Context: an optimization exercise on an open-source flow, tuned for small area. The choices shown serve that exercise and are no tape-out recipe. Only simulation tests tie the RTL to the original design; equivalence was not proved. Power and IR drop assume default switching activity.

==> inputs of run a <==
==> flow/design.v <==
module reg_file #(
  parameter int DATA_WIDTH = 32,
  parameter int ADDR_WIDTH = 5
) (
  input  logic                  clock,
  input  logic                  reset,
  input  logic                  regwrite,
  input  logic [ADDR_WIDTH-1:0] rr1,
  input  logic [ADDR_WIDTH-1:0] rr2,
  input  logic [ADDR_WIDTH-1:0] wr,
  input  logic [DATA_WIDTH-1:0] write_data,
  output logic [DATA_WIDTH-1:0] rdata1,
  output logic [DATA_WIDTH-1:0] rdata2
);
  localparam int NUM_REGS = 2 ** ADDR_WIDTH;
  logic [NUM_REGS-1:1][DATA_WIDTH-1:0] r_regs;
  logic [NUM_REGS-1:1]                 w_we;
  logic [NUM_REGS-1:1]                 w_sel1;
  logic [NUM_REGS-1:1]                 w_sel2;
  logic [DATA_WIDTH-1:0]               w_wdata;
  assign w_wdata = reset ? '0 : write_data;
  always_comb begin
    for (int i = 1; i < NUM_REGS; i++) begin
      w_we[i]   = reset || (regwrite && (wr == ADDR_WIDTH'(i)));
      w_sel1[i] = (rr1 == ADDR_WIDTH'(i));
      w_sel2[i] = (rr2 == ADDR_WIDTH'(i));
    end
  end
  always_ff @(posedge clock) begin
    for (int i = 1; i < NUM_REGS; i++) begin
      if (w_we[i]) r_regs[i] <= w_wdata;
    end
  end
  for (genvar b = 0; b < DATA_WIDTH; b++) begin : g_bit
    logic [NUM_REGS-1:1] w_col;
    for (genvar i = 1; i < NUM_REGS; i++) begin : g_col
      assign w_col[i] = r_regs[i][b];
    end
    reg_file_rd_bit u_rd1 (.sel(w_sel1), .d(w_col), .y(rdata1[b]));
    reg_file_rd_bit u_rd2 (.sel(w_sel2), .d(w_col), .y(rdata2[b]));
  end
endmodule
module reg_file_rd_bit (
  input  logic [31:1] sel,
  input  logic [31:1] d,
  output logic        y
);
  logic [10:0] w_g;   
  for (genvar k = 0; k < 10; k++) begin : g_grp
    reg_file_aoi222 u_aoi (
      .s0(sel[3*k+1]), .d0(d[3*k+1]),
      .s1(sel[3*k+2]), .d1(d[3*k+2]),
      .s2(sel[3*k+3]), .d2(d[3*k+3]),
      .y(w_g[k])
    );
  end
  assign w_g[10] = ~(sel[31] & d[31]);
  assign y = ~(&w_g);
endmodule
module reg_file_aoi222 (
  input  logic s0, d0, s1, d1, s2, d2,
  output logic y
);
  assign y = ~((s0 & d0) | (s1 & d1) | (s2 & d2));
endmodule
==> flow/run.sh <==
#!/bin/bash
# synth_recipe.tcl (not shown) runs the flow's synth.tcl, then flattens the netlist and writes it again
# the make line also repeats each setting of config.mk as NAME=value (left out here)
make -C /OpenROAD-flow-scripts/flow DESIGN_CONFIG=/design/flow/config.mk WORK_HOME=/design/flow/orfs CLKGATE_MAP_FILE= SYNTH_SCRIPT=/design/flow/synth_recipe.tcl finish
==> flow/config.mk <==
export PLATFORM = sky130hd
export DESIGN_NAME = reg_file
export DESIGN_NICKNAME = reg_file
export VERILOG_FILES = /design/flow/design.v
export SDC_FILE = /design/flow/constraint.sdc
export NUM_CORES = 4
export LEC_CHECK = 0
export CAP_MARGIN = 20
export CORE_MARGIN = 2
export CORE_UTILIZATION = 30
export SLEW_MARGIN = 20
export SYNTH_HIERARCHICAL = 1
==> flow/constraint.sdc <==
create_clock -name core_clock -period 8.0 [get_ports {clock}]
set_input_delay 1.6000 -clock core_clock [delete_from_list [all_inputs] [get_ports {clock}]]
set_output_delay 1.6000 -clock core_clock [all_outputs]
set_load 0.01 [all_outputs]
==> run b (differences from run a) <==
==> flow/flow/run.sh (new file) <==
#!/bin/bash
# Standard ORFS layout with a leaner clock tree, minimum-size port buffers and a
# greedy downsizing pass after global routing (flow/post_grt.tcl).
set -euo pipefail
export CTS_ARGS="-sink_clustering_enable -repair_clock_nets -dont_use_dummy_load -sink_buffer_max_cap_derate 1.0 -buf_list sky130_fd_sc_hd__clkbuf_16 -sink_clustering_size 30 -sink_clustering_max_diameter 60"
export BUFFER_PORTS_ARGS="-buffer_cell sky130_fd_sc_hd__buf_1"
export POST_GLOBAL_ROUTE_TCL="$PWD/flow/post_grt.tcl"
bash standard.sh > standard.log 2>&1
==> flow/flow/downsize.tcl (new file) <==
# Greedy area recovery: give each logic cell the smallest drive strength of its own
# family that keeps every pin's slew and load within 80% of the library limits and
# leaves setup and hold slack above a margin. Flip-flops and clock buffers are left alone.
proc ds_ok {} {
  if {[sta::max_slew_check_slack_limit] < 0.2} { return 0 }
  if {[sta::max_capacitance_check_slack_limit] < 0.2} { return 0 }
  if {[sta::worst_slack_cmd max] < 0.5e-9} { return 0 }
  if {[sta::worst_slack_cmd min] < 0.2e-9} { return 0 }
  return 1
}
proc ds_run {} {
  set lib_cells {}
  foreach lc [get_lib_cells */*] { dict set lib_cells [get_name $lc] [get_property $lc area] }
  set saved 0.0
  set n 0
  if {![ds_ok]} { puts "downsize: design does not meet the margins to start with; skipped"; return }
  foreach inst [get_cells *] {
    set ref [get_property $inst ref_name]
    if {![regexp {^(sky130_fd_sc_hd__(buf|inv|nor|nand|and|or|a|o|x|mux|clkinv)\w*)_(\d+)$} $ref -> fam]} { continue }
    if {[regexp {dfxtp|edfxtp|tap|fill|decap|clkbuf|clkdly|conb|diode} $ref]} { continue }
    set cur [dict get $lib_cells $ref]
    set cands {}
    dict for {name area} $lib_cells {
      if {[regexp "^${fam}_(\\d+)\$" $name] && $area < $cur} { lappend cands [list $name $area] }
    }
    set cands [lsort -real -index 1 $cands]
    set iname [get_full_name $inst]
    foreach c $cands {
      replace_cell $iname [lindex $c 0]
      if {[ds_ok]} {
        set saved [expr {$saved + $cur - [lindex $c 1]}]
        incr n
        break
      }
      replace_cell $iname $ref
    }
  }
  puts [format "downsize: %d cells resized, %.1f um2 saved" $n $saved]
}

# Clock buffers: smallest clkbuf whose sinks all keep a slew below ds_clk_slew_limit (ns),
# with the timing margins above still met.
set ds_clk_slew_limit 0.105
proc ds_clk_sinks_ok {iname} {
  global ds_clk_slew_limit
  set net [get_nets -of_objects [get_pins $iname/X]]
  foreach p [get_pins -of_objects $net] {
    if {[get_property $p direction] != "input"} { continue }
    if {[get_property $p slew_max] > $ds_clk_slew_limit} { return 0 }
  }
  return 1
}
proc ds_clk_run {} {
  set lib_cells {}
  foreach lc [get_lib_cells */sky130_fd_sc_hd__clkbuf_*] { dict set lib_cells [get_name $lc] [get_property $lc area] }
  set saved 0.0
  set n 0
  foreach inst [get_cells *] {
    set ref [get_property $inst ref_name]
    if {![regexp {^sky130_fd_sc_hd__clkbuf_\d+$} $ref]} { continue }
    set iname [get_full_name $inst]
    if {![ds_clk_sinks_ok $iname]} { continue }
    set cur [dict get $lib_cells $ref]
    set cands {}
    dict for {name area} $lib_cells { if {$area < $cur} { lappend cands [list $name $area] } }
    set cands [lsort -real -index 1 $cands]
    foreach c $cands {
      replace_cell $iname [lindex $c 0]
      if {[ds_clk_sinks_ok $iname] && [ds_ok]} {
        set saved [expr {$saved + $cur - [lindex $c 1]}]
        incr n
        break
      }
      replace_cell $iname $ref
    }
  }
  puts [format "downsize: %d clock buffers resized, %.1f um2 saved" $n $saved]
}
==> flow/flow/post_grt.tcl (new file) <==
# Sourced by ORFS at the end of global routing (POST_GLOBAL_ROUTE_TCL): area recovery,
# then the changed nets are routed again and the route guides rewritten.
source [file join [file dirname [info script]] downsize.tcl]
global_route -start_incremental
ds_run
ds_clk_run
global_route -end_incremental
estimate_parasitics -global_routing
puts "after area recovery: slew slack [sta::max_slew_check_slack_limit] cap slack [sta::max_capacitance_check_slack_limit] setup [sta::worst_slack_cmd max] hold [sta::worst_slack_cmd min]"
report_design_area
write_guides $::env(RESULTS_DIR)/route.guide
==> flow/standard.sh (new file) <==
#!/bin/bash
# synth_recipe.tcl (not shown) runs the flow's synth.tcl, then flattens the netlist and writes it again
# the make line also repeats each setting of config.mk as NAME=value (left out here)
make -C /OpenROAD-flow-scripts/flow DESIGN_CONFIG=/design/flow/config.mk WORK_HOME=/design/flow/orfs CLKGATE_MAP_FILE= SYNTH_SCRIPT=/design/flow/synth_recipe.tcl "${@:-finish}"
removed: flow/run.sh
==> run c (differences from run a) <==
==> flow/flow/run.sh (new file) <==
#!/bin/bash
# Standard ORFS layout with a leaner clock tree, minimum-size port buffers and a
# greedy downsizing pass after global routing (flow/post_grt.tcl).
set -euo pipefail
export CTS_ARGS="-sink_clustering_enable -repair_clock_nets -dont_use_dummy_load -sink_buffer_max_cap_derate 1.0 -buf_list sky130_fd_sc_hd__clkbuf_16 -sink_clustering_size 30 -sink_clustering_max_diameter 60"
export BUFFER_PORTS_ARGS="-buffer_cell sky130_fd_sc_hd__buf_1"
export POST_GLOBAL_ROUTE_TCL="$PWD/flow/post_grt.tcl"
bash standard.sh > standard.log 2>&1
==> flow/flow/downsize.tcl (new file) <==
# Greedy area recovery: give each logic cell the smallest drive strength of its own
# family that keeps every pin's slew and load within 80% of the library limits and
# leaves setup and hold slack above a margin. Flip-flops and clock buffers are left alone.
proc ds_ok {} {
  if {[sta::max_slew_check_slack_limit] < 0.2} { return 0 }
  if {[sta::max_capacitance_check_slack_limit] < 0.2} { return 0 }
  if {[sta::worst_slack_cmd max] < 0.5e-9} { return 0 }
  if {[sta::worst_slack_cmd min] < 0.2e-9} { return 0 }
  return 1
}
proc ds_run {} {
  set lib_cells {}
  foreach lc [get_lib_cells */*] { dict set lib_cells [get_name $lc] [get_property $lc area] }
  set saved 0.0
  set n 0
  if {![ds_ok]} { puts "downsize: design does not meet the margins to start with; skipped"; return }
  foreach inst [get_cells *] {
    set ref [get_property $inst ref_name]
    if {![regexp {^(sky130_fd_sc_hd__(buf|inv|nor|nand|and|or|a|o|x|mux|clkinv)\w*)_(\d+)$} $ref -> fam]} { continue }
    if {[regexp {dfxtp|edfxtp|tap|fill|decap|clkbuf|clkdly|conb|diode} $ref]} { continue }
    set cur [dict get $lib_cells $ref]
    set cands {}
    dict for {name area} $lib_cells {
      if {[regexp "^${fam}_(\\d+)\$" $name] && $area < $cur} { lappend cands [list $name $area] }
    }
    set cands [lsort -real -index 1 $cands]
    set iname [get_full_name $inst]
    foreach c $cands {
      replace_cell $iname [lindex $c 0]
      if {[ds_ok]} {
        set saved [expr {$saved + $cur - [lindex $c 1]}]
        incr n
        break
      }
      replace_cell $iname $ref
    }
  }
  puts [format "downsize: %d cells resized, %.1f um2 saved" $n $saved]
}

# Clock buffers: smallest clkbuf whose sinks all keep a slew below ds_clk_slew_limit (ns),
# with the timing margins above still met.
set ::ds_clk_slew_limit 0.105
proc ds_clk_sinks_ok {iname} {

  set net [get_nets -of_objects [get_pins $iname/X]]
  foreach p [get_pins -of_objects $net] {
    if {[get_property $p direction] != "input"} { continue }
    if {[get_property $p slew_max] > $::ds_clk_slew_limit} { return 0 }
  }
  return 1
}
proc ds_clk_run {} {
  set lib_cells {}
  foreach lc [get_lib_cells */sky130_fd_sc_hd__clkbuf_*] { dict set lib_cells [get_name $lc] [get_property $lc area] }
  set saved 0.0
  set n 0
  foreach inst [get_cells *] {
    set ref [get_property $inst ref_name]
    if {![regexp {^sky130_fd_sc_hd__clkbuf_\d+$} $ref]} { continue }
    set iname [get_full_name $inst]
    if {![ds_clk_sinks_ok $iname]} { continue }
    set cur [dict get $lib_cells $ref]
    set cands {}
    dict for {name area} $lib_cells { if {$area < $cur} { lappend cands [list $name $area] } }
    set cands [lsort -real -index 1 $cands]
    foreach c $cands {
      replace_cell $iname [lindex $c 0]
      if {[ds_clk_sinks_ok $iname] && [ds_ok]} {
        set saved [expr {$saved + $cur - [lindex $c 1]}]
        incr n
        break
      }
      replace_cell $iname $ref
    }
  }
  puts [format "downsize: %d clock buffers resized, %.1f um2 saved" $n $saved]
}
==> flow/flow/post_grt.tcl (new file) <==
# Sourced by ORFS at the end of global routing (POST_GLOBAL_ROUTE_TCL): area recovery,
# then the changed nets are routed again and the route guides rewritten.
source [file join [file dirname [info script]] downsize.tcl]
global_route -start_incremental
ds_run
ds_clk_run
global_route -end_incremental
if {[info exists ::env(MAX_REPAIR_ANTENNAS_ITER_GRT)] && $::env(MAX_REPAIR_ANTENNAS_ITER_GRT) ne ""} {
  repair_antennas -iterations $::env(MAX_REPAIR_ANTENNAS_ITER_GRT)
  check_antennas
}
estimate_parasitics -global_routing
puts "after area recovery: slew slack [sta::max_slew_check_slack_limit] cap slack [sta::max_capacitance_check_slack_limit] setup [sta::worst_slack_cmd max] hold [sta::worst_slack_cmd min]"
report_design_area
write_guides $::env(RESULTS_DIR)/route.guide
==> flow/standard.sh (new file) <==
#!/bin/bash
# synth_recipe.tcl (not shown) runs the flow's synth.tcl, then flattens the netlist and writes it again
# the make line also repeats each setting of config.mk as NAME=value (left out here)
make -C /OpenROAD-flow-scripts/flow DESIGN_CONFIG=/design/flow/config.mk WORK_HOME=/design/flow/orfs CLKGATE_MAP_FILE= SYNTH_SCRIPT=/design/flow/synth_recipe.tcl "${@:-finish}"
removed: flow/run.sh
==> run d (differences from run a) <==
==> flow/flow/run.sh (new file) <==
#!/bin/bash
# Standard ORFS layout with a leaner clock tree and minimum-size port buffers.
set -euo pipefail
export CTS_ARGS="-sink_clustering_enable -repair_clock_nets -dont_use_dummy_load -sink_buffer_max_cap_derate 1.0 -buf_list sky130_fd_sc_hd__clkbuf_16 -sink_clustering_size 30 -sink_clustering_max_diameter 60"
export BUFFER_PORTS_ARGS="-buffer_cell sky130_fd_sc_hd__buf_1"
mkdir -p saved
cp standard.sh config.mk saved/ 2>/dev/null || true
bash standard.sh > standard.log 2>&1
==> flow/standard.sh (new file) <==
#!/bin/bash
# synth_recipe.tcl (not shown) runs the flow's synth.tcl, then flattens the netlist and writes it again
# the make line also repeats each setting of config.mk as NAME=value (left out here)
make -C /OpenROAD-flow-scripts/flow DESIGN_CONFIG=/design/flow/config.mk WORK_HOME=/design/flow/orfs CLKGATE_MAP_FILE= SYNTH_SCRIPT=/design/flow/synth_recipe.tcl "${@:-finish}"
removed: flow/run.sh
==> notes.md <==
|  | run d | run a | run c | run b |
|---|---|---|---|---|
| Delay of the slowest cell on the worst path | 0.91 ns | 0.92 ns | 0.87 ns | - |
| Status | finished clean | finished clean | finished clean | stopped before the end |
| Stage where the flow stopped | - | - | - | global routing (5_1_grt) |
| Power density cells | 232 nW/um2 | 257 nW/um2 | 230 nW/um2 | - |
| Share of total power in combinational logic | 8.5% | 8.1% | 8.6% | - |
| Number of hold violations in the final report | 0 | 0 | 0 | - |
| Count of max-cap constraint violations | 0 | 0 | 0 | - |
| Final sequential cell count | 992 | 992 | 992 | - |
| Category of the most critical setup path | in -> out | in -> out | in -> out | - |
| HPWL Detailed | 90,500 um | 92,900 um | 90,500 um | 90,500 um |
| Number of cells on the critical path | 8 | 8 | 8 | - |
| Commonest non-fill, non-tap cell in the layout | edfxtp_1 | edfxtp_1 | edfxtp_1 | - |
| Max-slew violation count | 0 | 0 | 0 | - |
| Final count of negative-setup-slack endpoints | 0 | 0 | 0 | - |
| Standard cell area after detailed placement | 43,100 um2 | 44,100 um2 | 43,100 um2 | 43,100 um2 |
| TritonCTS Buffers | 66 | 100 | 66 | 66 |
| Fraction of layout cells with a size suffix above 1 | 12.9% | 16.1% | 9.86% | - |
| Std-Cell Core Area | 129,000 um2 | 129,000 um2 | 129,000 um2 | - |
| Total area of multi-input combinational cells | 10,000 um2 | 9980 um2 | 9670 um2 | - |
| Kind of path behind the tightest hold check | in -> reg | in -> reg | in -> reg | - |
| Destination of the worst hold path | r_regs[431]$_DFFE_PP_ | r_regs[728]$_DFFE_PP_ | r_regs[156]$_DFFE_PP_ | - |
| Worst Hold Launch | write_data[15] | write_data[24] | write_data[28] | - |
| Fill cell count | 12,100 | 11,700 | 12,300 | - |
| Share of the final layout cell area in multi-input gates | 22.2% | 21.0% | 22.0% | - |
| Final instance area | 45,000 um2 | 47,600 um2 | 44,000 um2 | - |

==> static timing again, ports no longer ideal <==
The results above use ideal ports. As a check the final layouts listed here were re-extracted and re-timed, cells and wires unchanged.
Step 1: set_driving_cell puts a clkbuf_16 on clock and a buf_2 on each other input, an assumption about the parent block.
Step 2 adds t to the input delays and takes it off the output delays; t is the mean of the earliest and latest rising clock arrival at the registers after step 1. Input paths then give back, and output paths get back, about the clock's delay inside the block.
a / b / c = no drivers / after step 1 / after step 2; a / b = the first two.
run	t, ns	slack for setup (ns)	worst data-port slew with drivers (ns)	pins driven straight from the clock port
run a	0.748	1.032 / 0.901 / 0.901	0.15	1
run c	0.720	1.105 / 1.009 / 1.009	0.11	1
run d	0.700	1.523 / 1.422 / 1.422	0.13	1
After both steps setup and hold are still met in every run listed. The setup slack of run a, which loses most, moves by -0.131 ns with the drivers and by -0.131 ns with both steps.
